Source: an optimization exercise on an open RTL-to-GDS flow (aim: small area, a short achievable clock period and few clock cycles per item). Production flows keep margins and buffers that such runs may drop. At most, simulation tests tie the RTL to the original design; equivalence was not proved. Power is estimated from default activity; no workload was simulated.

run 1:
// fusion_blend_v2
module fusion_blend_v2
#(
  parameter int PIXELS_PER_BEAT = 16,
  parameter int PIX_W           = 8,
  parameter int WGT_W           = 8,
  parameter int IMAGE_DIM       = 512
) (
  input  logic                             clk,
  input  logic                             rst,
  input  logic [1:0]                       mode,
  input  logic                             in_valid,
  output logic                             in_ready,
  input  logic [PIX_W*PIXELS_PER_BEAT-1:0] old_frame,
  input  logic [PIX_W*PIXELS_PER_BEAT-1:0] new_frame,
  input  logic [WGT_W*PIXELS_PER_BEAT-1:0] weight,
  output logic                             out_valid,
  input  logic                             out_ready,
  output logic [PIX_W*PIXELS_PER_BEAT-1:0] fused_frame,
  output logic                             out_last,
  output logic                             frame_done
);
Size: roughly 4200 cells after synthesis, ~150 flip-flops, about 0.041 mm² of cells after synthesis.
==> flow/config.mk <==
export PLATFORM = sky130hd
export DESIGN_NAME = fusion_blend_v2
export DESIGN_NICKNAME = fusion_blend_v2
export VERILOG_FILES = /design/flow/design.v
export SDC_FILE = /design/flow/constraint.sdc
export NUM_CORES = 4
export LEC_CHECK = 0
export CAP_MARGIN = 20
export CORE_MARGIN = 2
export CORE_UTILIZATION = 40
export SETUP_SLACK_MARGIN = 1.5
export SLEW_MARGIN = 20
==> flow/constraint.sdc <==
create_clock -name core_clock -period 5.5 [get_ports {clk}]
set_input_delay 1.1000 -clock core_clock [delete_from_list [all_inputs] [get_ports {clk}]]
set_output_delay 1.1000 -clock core_clock [all_outputs]
set_load 0.01 [all_outputs]
run.sh (not shown) runs the stock make flow with config.mk's settings and CLKGATE_MAP_FILE= SYNTH_SCRIPT=/design/flow/synth_recipe.tcl, a recipe that flattens the netlist after the stock synthesis.
Run 1: full flow OK, the timing, design-rule and antenna checks passed
What run 2 does differently from run 1 at the input level:
Settings: a deleted SETUP_SLACK_MARGIN that had been 1.5.
## What came out
- Compared with run 1, total routed wirelength in run 2 decreased by a few percent.
- Run 2 ended up with a lower wire length of the first global-routing pass than run 1 did.
- Run 2 ran to completion and came out clean on the timing, design-rule and antenna checks.
- First element of the critical path: new_frame[102] -> run 1, weight[1] -> run 2
- Diff run 1 -> run 2: post-synthesis to final-layout area growth shows a reduction of 13 points, final standard cell count with taps included and fillers excluded decreased by about 2.6% relative to the old numbers, global routing usage summed across all routing layers fell by 1.0 points, reg2reg setup slack now sits lower.
#### Input delta (run 3 over run 2)
Settings: SETUP_SLACK_MARGIN newly set to 1.0.
Results
Compared with run 2, run 3 ends up with a larger final cell area.
Logic gate share of total power (higher): run 3
Re path depth of the worst reg2reg path: no difference whatsoever between run 3 and run 2.
Sequential share of power, run 3 and run 2: higher on run 2
Summary — least setup slack across all paths after layout, run 3 relative to run 2: higher, by 590 ps.
No functional check of the RTL was part of any run of this note.

---

the previous run:
Another version of the RTL of fusion_blend_v2 (not shown whole).
Size: about 4700 cells after synthesis, roughly 550 flip-flops, about 520 I/O pins, about 54000 µm² of cells after synthesis.
// fusion_blend_v2
module fusion_blend_v2
#(
  parameter int PIXELS_PER_BEAT = 16,
  parameter int PIX_W           = 8,
  parameter int WGT_W           = 8,
  parameter int IMAGE_DIM       = 512
) (
  input  logic                             clk,
  input  logic                             rst,
  input  logic [1:0]                       mode,
  input  logic                             in_valid,
  output logic                             in_ready,
  input  logic [PIX_W*PIXELS_PER_BEAT-1:0] old_frame,
  input  logic [PIX_W*PIXELS_PER_BEAT-1:0] new_frame,
  input  logic [WGT_W*PIXELS_PER_BEAT-1:0] weight,
  output logic                             out_valid,
  input  logic                             out_ready,
  output logic [PIX_W*PIXELS_PER_BEAT-1:0] fused_frame,
  output logic                             out_last,
  output logic                             frame_done
);
  localparam int BPF   = fusion_pkg::beats_per_frame(IMAGE_DIM, PIXELS_PER_BEAT);
  localparam int CNT_W = fusion_pkg::cnt_width(BPF);
  localparam logic [CNT_W-1:0] LAST_IDX = CNT_W'(BPF - 1);
  localparam int NST = 2;    
  localparam bit PASSMUX = 1;
  logic             en, acc, out_hs, first_beat, is_last, hold0;
  logic             mode_ok_q, mode_ok_d, first_q, first_d, hold0_q;
  logic [NST-1:0]   v_q, last_q;
  logic             done_q;
  logic [CNT_W-1:0] cnt_q;
  assign en     = !v_q[NST-1] || out_ready;
  assign out_hs = v_q[NST-1] && out_ready;
  assign is_last = (cnt_q == LAST_IDX);
  assign first_beat = first_q;
  assign hold0      = hold0_q;
  assign in_ready   = en && !hold0;
  assign acc        = in_valid && in_ready;
  always_comb begin
    first_d   = first_q;
    mode_ok_d = mode_ok_q;
    if (in_valid && hold0) mode_ok_d = 1'b1;
    if (acc) begin
      first_d = is_last;
      if (first_beat) mode_ok_d = 1'b0;
    end
  end
  always_ff @(posedge clk) begin
    if (rst) begin
      mode_ok_q <= 1'b0;
      first_q   <= 1'b1;
      hold0_q   <= 1'b1;
      cnt_q     <= '0;
      v_q       <= '0;
      done_q    <= 1'b0;
    end else begin
      mode_ok_q <= mode_ok_d;
      first_q   <= first_d;
      hold0_q   <= first_d && !mode_ok_d;
      if (acc) cnt_q <= is_last ? '0 : cnt_q + CNT_W'(1);
      if (en) v_q <= NST'({v_q, in_valid && !hold0});
      done_q <= out_hs && last_q[NST-1];
    end
  end
  always_ff @(posedge clk)
  ...
==> flow/config.mk <==
export PLATFORM = sky130hd
export DESIGN_NAME = fusion_blend_v2
export DESIGN_NICKNAME = fusion_blend_v2
export VERILOG_FILES = /design/flow/design.v
export SDC_FILE = /design/flow/constraint.sdc
export NUM_CORES = 4
export LEC_CHECK = 0
export CAP_MARGIN = 20
export CORE_MARGIN = 2
export CORE_UTILIZATION = 55
export PLACE_DENSITY = 0.65
export SETUP_SLACK_MARGIN = 2.4
export SLEW_MARGIN = 20
==> flow/constraint.sdc <==
create_clock -name core_clock -period 5.5 [get_ports {clk}]
set_input_delay 1.1000 -clock core_clock [delete_from_list [all_inputs] [get_ports {clk}]]
set_output_delay 1.1000 -clock core_clock [all_outputs]
set_load 0.01 [all_outputs]
standard.sh (not shown) runs the stock make flow with config.mk's settings and CLKGATE_MAP_FILE= SYNTH_SCRIPT=/design/flow/synth_recipe.tcl, a recipe that flattens the netlist after the stock synthesis.
==> flow/flow/run.sh <==
#!/bin/bash
# Own layout flow: the standard layout (standard.sh, unchanged synthesis and steps), with
# the port buffers that global placement inserts made plain buffers instead of the default
# delay-buffer cell. Every input and output port still gets its own buffer.
set -euo pipefail
export BUFFER_PORTS_ARGS="-buffer_cell sky130_fd_sc_hd__buf_2"
bash standard.sh > standard.log 2>&1
Testbench counts of the previous run, summed over its fixed seeds: cycles 65,548, items 65,536.
Changes in the current run relative to the previous run:
- SETUP_SLACK_MARGIN changed from 2.4 to 2.0
Notes after the runs:
- In the flow results for the previous run and the current run, the net load switching power is smaller on the current run.
- Final period demand of the worst path (the current run over the previous run): increase, 0.062 ns
- Between the previous run and the current run, the difference in clock tree cell share of total cell area is negligible.

## separate check: timing with driven ports
In the flow no input, the clock included, has a driving cell. The finished layouts below were timed again as built, in two steps.
Step 1 assumes that a clkbuf_16 drives the clock port and a buf_2 every other input.
Step 2 adds t to the input delays and takes it off the output delays; t is the mean of the earliest and latest rising clock arrival at the registers after step 1. Input paths then give back, and output paths get back, about the clock's delay inside the block.
a / b / c = ideal ports / drivers / drivers and shift; a / b = the first two.
run | shift t [ns] | slack for setup (ns) | clock arrival spread, ns | cell pins on the clock port's net
run 1 | 0.583 | 0.759 / 0.788 / 0.206 | 0.023 / 0.023 | 1
run 2 | 0.577 | 0.154 / 0.185 / -0.391 | 0.019 / 0.019 | 1
run 3 | 0.577 | 0.747 / 0.761 / 0.185 | 0.023 / 0.023 | 1
the previous run | 0.689 | 2.448 / 2.477 / 1.788 | 0.034 / 0.035 | 1
the current run | 0.692 | 2.386 / 2.328 / 1.636 | 0.031 / 0.031 | 1
Met with ideal ports but missed after step 2: setup timing in run 2. The setup slack of the current run, which loses most, moves by -0.058 ns with the drivers and by -0.750 ns with both steps.
